From an optimization exercise on the open Yosys and OpenROAD flow, aimed at small area, a short achievable clock period and few clock cycles per item; shortcuts taken in it are not production practice.
RTL that was checked went through simulation tests only; none was proved equivalent to the original.
Power figures rest on the tool's default switching activity, not on a simulated workload.

Setup of run A:
// ifu
module ifu (
    input  logic         clk,
    input  logic         rst_n,
    input  logic         recovery_valid,
    input  logic [31:0]  recovery_pc,
    output logic         mem_req,
    output logic [31:0]  mem_addr,
    input  logic         mem_ack,
    input  logic [127:0] mem_data,
    input  logic         dispatch_ready,
    output logic         instr_valid,
    output logic [31:0]  instr_data,
    output logic [31:0]  instr_pc,
    output logic         instr_is_branch,
    output logic         instr_pred_taken,
    output logic [31:0]  instr_target
);
Settings: LEC_CHECK=0, ABC_CLOCK_PERIOD_IN_PS=3500, CAP_MARGIN=20, CORE_MARGIN=2, CORE_UTILIZATION=40, SETUP_SLACK_MARGIN=4.4, SLEW_MARGIN=20, TNS_END_PERCENT=100; clock period 8.0 ns.
run.sh (not shown) runs the stock make flow with config.mk's settings and CLKGATE_MAP_FILE= SYNTH_SCRIPT=/design/flow/synth_recipe.tcl, a recipe that flattens the netlist after the stock synthesis.
--- input diff run A..run C ---
==> flow/flow/run.sh (new file) <==
#!/bin/bash
# Standard layout, with the port buffers made of the smallest plain buffer
# instead of the resizer's default choice.
set -euo pipefail
export BUFFER_PORTS_ARGS="-buffer_cell sky130_fd_sc_hd__buf_1"
bash standard.sh > flow_standard.log 2>&1
==> flow/standard.sh (new file) <==
#!/bin/bash
# synth_recipe.tcl (not shown) runs the flow's synth.tcl, then flattens the netlist and writes it again
# the make line also repeats each setting of config.mk as NAME=value (left out here)
make -C /OpenROAD-flow-scripts/flow DESIGN_CONFIG=/design/flow/config.mk WORK_HOME=/design/flow/orfs CLKGATE_MAP_FILE= SYNTH_SCRIPT=/design/flow/synth_recipe.tcl "${@:-finish}"
removed: flow/run.sh
[summary]
Re clock power share: run C and run A aren't equal, and the lower value belongs to run A.
In run C, final wirelength is lower than in run A.
Slack of the worst reg-to-reg path (lower): run A
Run C vs. run A: setup slack shows a reduction of 0.018 ns; part of the total power dissipated in combinational logic -6.1 points.
Comparing run C and run A, the higher total power was measured on run A.
Looking at clock group total power, run C sits 4.6% above run A.
No functional check of the RTL was part of any run of this note.

== v45 ==
The RTL this note starts from:
==> flow/design.v <==
`timescale 1ns/1ps
module ifu #(
    parameter int REGREQ = 1     
) (
    input  logic         clk,
    input  logic         rst_n,
    input  logic         recovery_valid,
    input  logic [31:0]  recovery_pc,
    output logic         mem_req,
    output logic [31:0]  mem_addr,
    input  logic         mem_ack,
    input  logic [127:0] mem_data,
    input  logic         dispatch_ready,
    output logic         instr_valid,
    output logic [31:0]  instr_data,
    output logic [31:0]  instr_pc,
    output logic         instr_is_branch,
    output logic         instr_pred_taken,
    output logic [31:0]  instr_target
);
    logic        v;          
    logic        pb;         
    logic        nt;         
    logic [31:0] d;
    logic [29:0] p;          
    logic        o_br, o_tk, o_j;
    logic [29:0] nx;
    logic        pr;         
    logic        en;         
    logic        armed;      
    logic [3:0]  lj, lb;
    always_comb begin
        for (int i = 0; i < 4; i++) begin
            lj[i] = (mem_data[32*i+26 +: 6] == 6'b000010);
            lb[i] = (mem_data[32*i+26 +: 6] == 6'b000100);
        end
    end
    logic        have;
    logic [31:0] w;
    logic        wj, wb, wbr, wtk;
    assign have = armed && mem_ack && !pr;
    assign w    = mem_data[nx[1:0]*32 +: 32];
    assign wj   = lj[nx[1:0]];
    assign wb   = lb[nx[1:0]];
    assign wbr  = wj || wb;
    assign wtk  = wj || (wb && w[15]);
    logic [29:0] a, off, sum;
    assign a   = nt ? p : nx;
    assign off = !pb ? 30'd1 : o_j ? {{4{d[25]}}, d[25:0]} : {{14{d[15]}}, d[15:0]};
    assign sum = a + off;
    logic take, load, busy, ok;
    assign take = !v || dispatch_ready;
    assign load = take && have && !pb && !nt;
    assign ok   = en && !pb && !nt;
    assign busy = !mem_ack && (armed || (REGREQ == 0 && ok));
    always_ff @(posedge clk or negedge rst_n) begin
        if (!rst_n) begin
            v  <= 1'b0;
            pb <= 1'b0;
            nt <= 1'b0;
            nx <= 30'd0;
            pr <= 1'b0;
        end else if (recovery_valid) begin
            v  <= 1'b0;
            pb <= 1'b0;
            nt <= 1'b0;
            if (busy) begin
                pr <= 1'b1;
            end else begin
                nx <= recovery_pc[31:2];
                pr <= 1'b0;
            end
        end else if (pr) begin
            if (mem_ack) begin
                nx <= p;
                pr <= 1'b0;
            end
        end else if (pb) begin
            v  <= 1'b1;
            pb <= 1'b0;
            nt <= !o_tk;
            nx <= sum;
        end else if (nt) begin
            if (dispatch_ready) begin
                v  <= 1'b0;
                nt <= 1'b0;
                nx <= sum;
            end
        end else if (take) begin
            v  <= have && !wbr;
            pb <= have && wbr;
            if (have)
                nx <= sum;
        end
    end
    always_ff @(posedge clk) begin
        if (recovery_valid)
            p <= recovery_pc[31:2];
        else if (load)
            p <= nx;
    end
    always_ff @(posedge clk) begin
        if (load) begin
            d    <= w;
            o_j  <= wj;
            o_br <= wbr;
            o_tk <= wtk;
        end
    end
    logic leave;
    assign leave = recovery_valid || pr || (load && (nx[1:0] == 2'd3 || wtk));
    always_ff @(posedge clk or negedge rst_n) begin
        if (!rst_n) begin
            en    <= 1'b0;
            armed <= 1'b0;
        end else begin
            en <= 1'b1;
            if (armed) begin
                if (mem_ack && leave)
                    armed <= 1'b0;
            end else if (ok && !mem_ack) begin
                armed <= 1'b1;
            end
        end
    end
    assign mem_req  = REGREQ ? armed : (armed || (ok && !mem_ack));
    assign mem_addr = {nx[29:2], 4'b0000};
    assign instr_valid      = v;
    assign instr_data       = d;
    assign instr_pc         = {p, 2'b00};
    assign instr_is_branch  = o_br;
    assign instr_pred_taken = o_tk;
    assign instr_target     = o_br ? {nx, 2'b00} : 32'd0;
endmodule
Settings: LEC_CHECK=0, CAP_MARGIN=20, CORE_MARGIN=2, CORE_UTILIZATION=65, CTS_BUF_LIST=sky130_fd_sc_hd__clkbuf_8, CTS_CLUSTER_SIZE=20, SETUP_SLACK_MARGIN=4.9, SLEW_MARGIN=20, TNS_END_PERCENT=100; clock period 8.0 ns.
standard.sh (not shown) runs the stock make flow with config.mk's settings and CLKGATE_MAP_FILE= SYNTH_SCRIPT=/design/flow/synth_recipe.tcl, a recipe that flattens the netlist after the stock synthesis.
==> flow/flow/run.sh <==
#!/bin/bash
# Standard layout, with the port buffers made of the smallest plain buffer
# instead of the resizer's default choice.
set -euo pipefail
export BUFFER_PORTS_ARGS="-buffer_cell sky130_fd_sc_hd__buf_1"
bash standard.sh > flow_standard.log 2>&1
Testbench counts of v45, summed over its fixed seeds: cycles 245,260, items 64,895.
The following lists how v16 was set up differently from v45:
Settings: CTS_CLUSTER_SIZE no longer set, was 20; CORE_UTILIZATION now 40, was 65; CTS_BUF_LIST no longer set, was sky130_fd_sc_hd__clkbuf_8.
==> run notes <==
Summary of v16 over v45: HPWL after detailed placement went up 310 um, clock transition at the registers of the reported paths went down 0.02 ns, via count went down about 7%, wire length went up 0.37%. Relative to v45, power in combinational cells has gone down in v16.
### v16 -> v26
Settings: CORE_UTILIZATION changed from 40 to 65.
==> run notes <==
- In v26, met1 track utilization from global routing is higher than in v16.
- v26: flow completed, timing, DRC and antenna clean
- v26 ended up with a higher global-route usage than v16 did.
- Compared with v16, v26 has less setup slack.
- There was hardly any difference in final clock skew between v16 and v26.
- On maximum root-to-sink buffer count, v16 and v26 are basically level.
- v26 ended up with sky130_fd_sc_hd__dfrtp_2 as its slowest cell on the critical path; v16 ended up with sky130_fd_sc_hd__o311a_1.
- Compared with v16, v26 improves wire length of the first global-routing pass.
- In terms of period utilization, v26 and v16 differ only marginally.

-- afterwards: timing with drivers on the ports --
The results above use ideal ports. As a check the final layouts listed here were re-extracted and re-timed, cells and wires unchanged.
Step 1 assumes that a clkbuf_16 drives the clock port and a buf_2 every other input.
Step 2 also shifts input and output timing later by t, the mid clock arrival at the registers, as if the neighbouring blocks saw the same clock.
Slacks: ideal ports / drivers / drivers and shift; pairs: ideal ports / drivers.
run | t (ns) | slack for setup (ns) | worst hold slack (ns)
run A | 0.479 | 3.087 / 3.094 / 2.615 | 0.546 / 0.546 / 0.546
run C | 0.477 | 3.069 / 3.094 / 2.617 | 0.531 / 0.531 / 0.531
v45 | 0.406 | 4.889 / 4.896 / 4.490 | 0.552 / 0.552 / 0.552
v16 | 0.388 | 4.932 / 4.947 / 4.559 | 0.547 / 0.547 / 0.547
v26 | 0.389 | 4.922 / 4.922 / 4.582 | 0.544 / 0.544 / 0.544
After both steps setup and hold are still met in every run listed. The setup slack of run A, which loses most, moves by +0.007 ns with the drivers and by -0.472 ns with both steps.
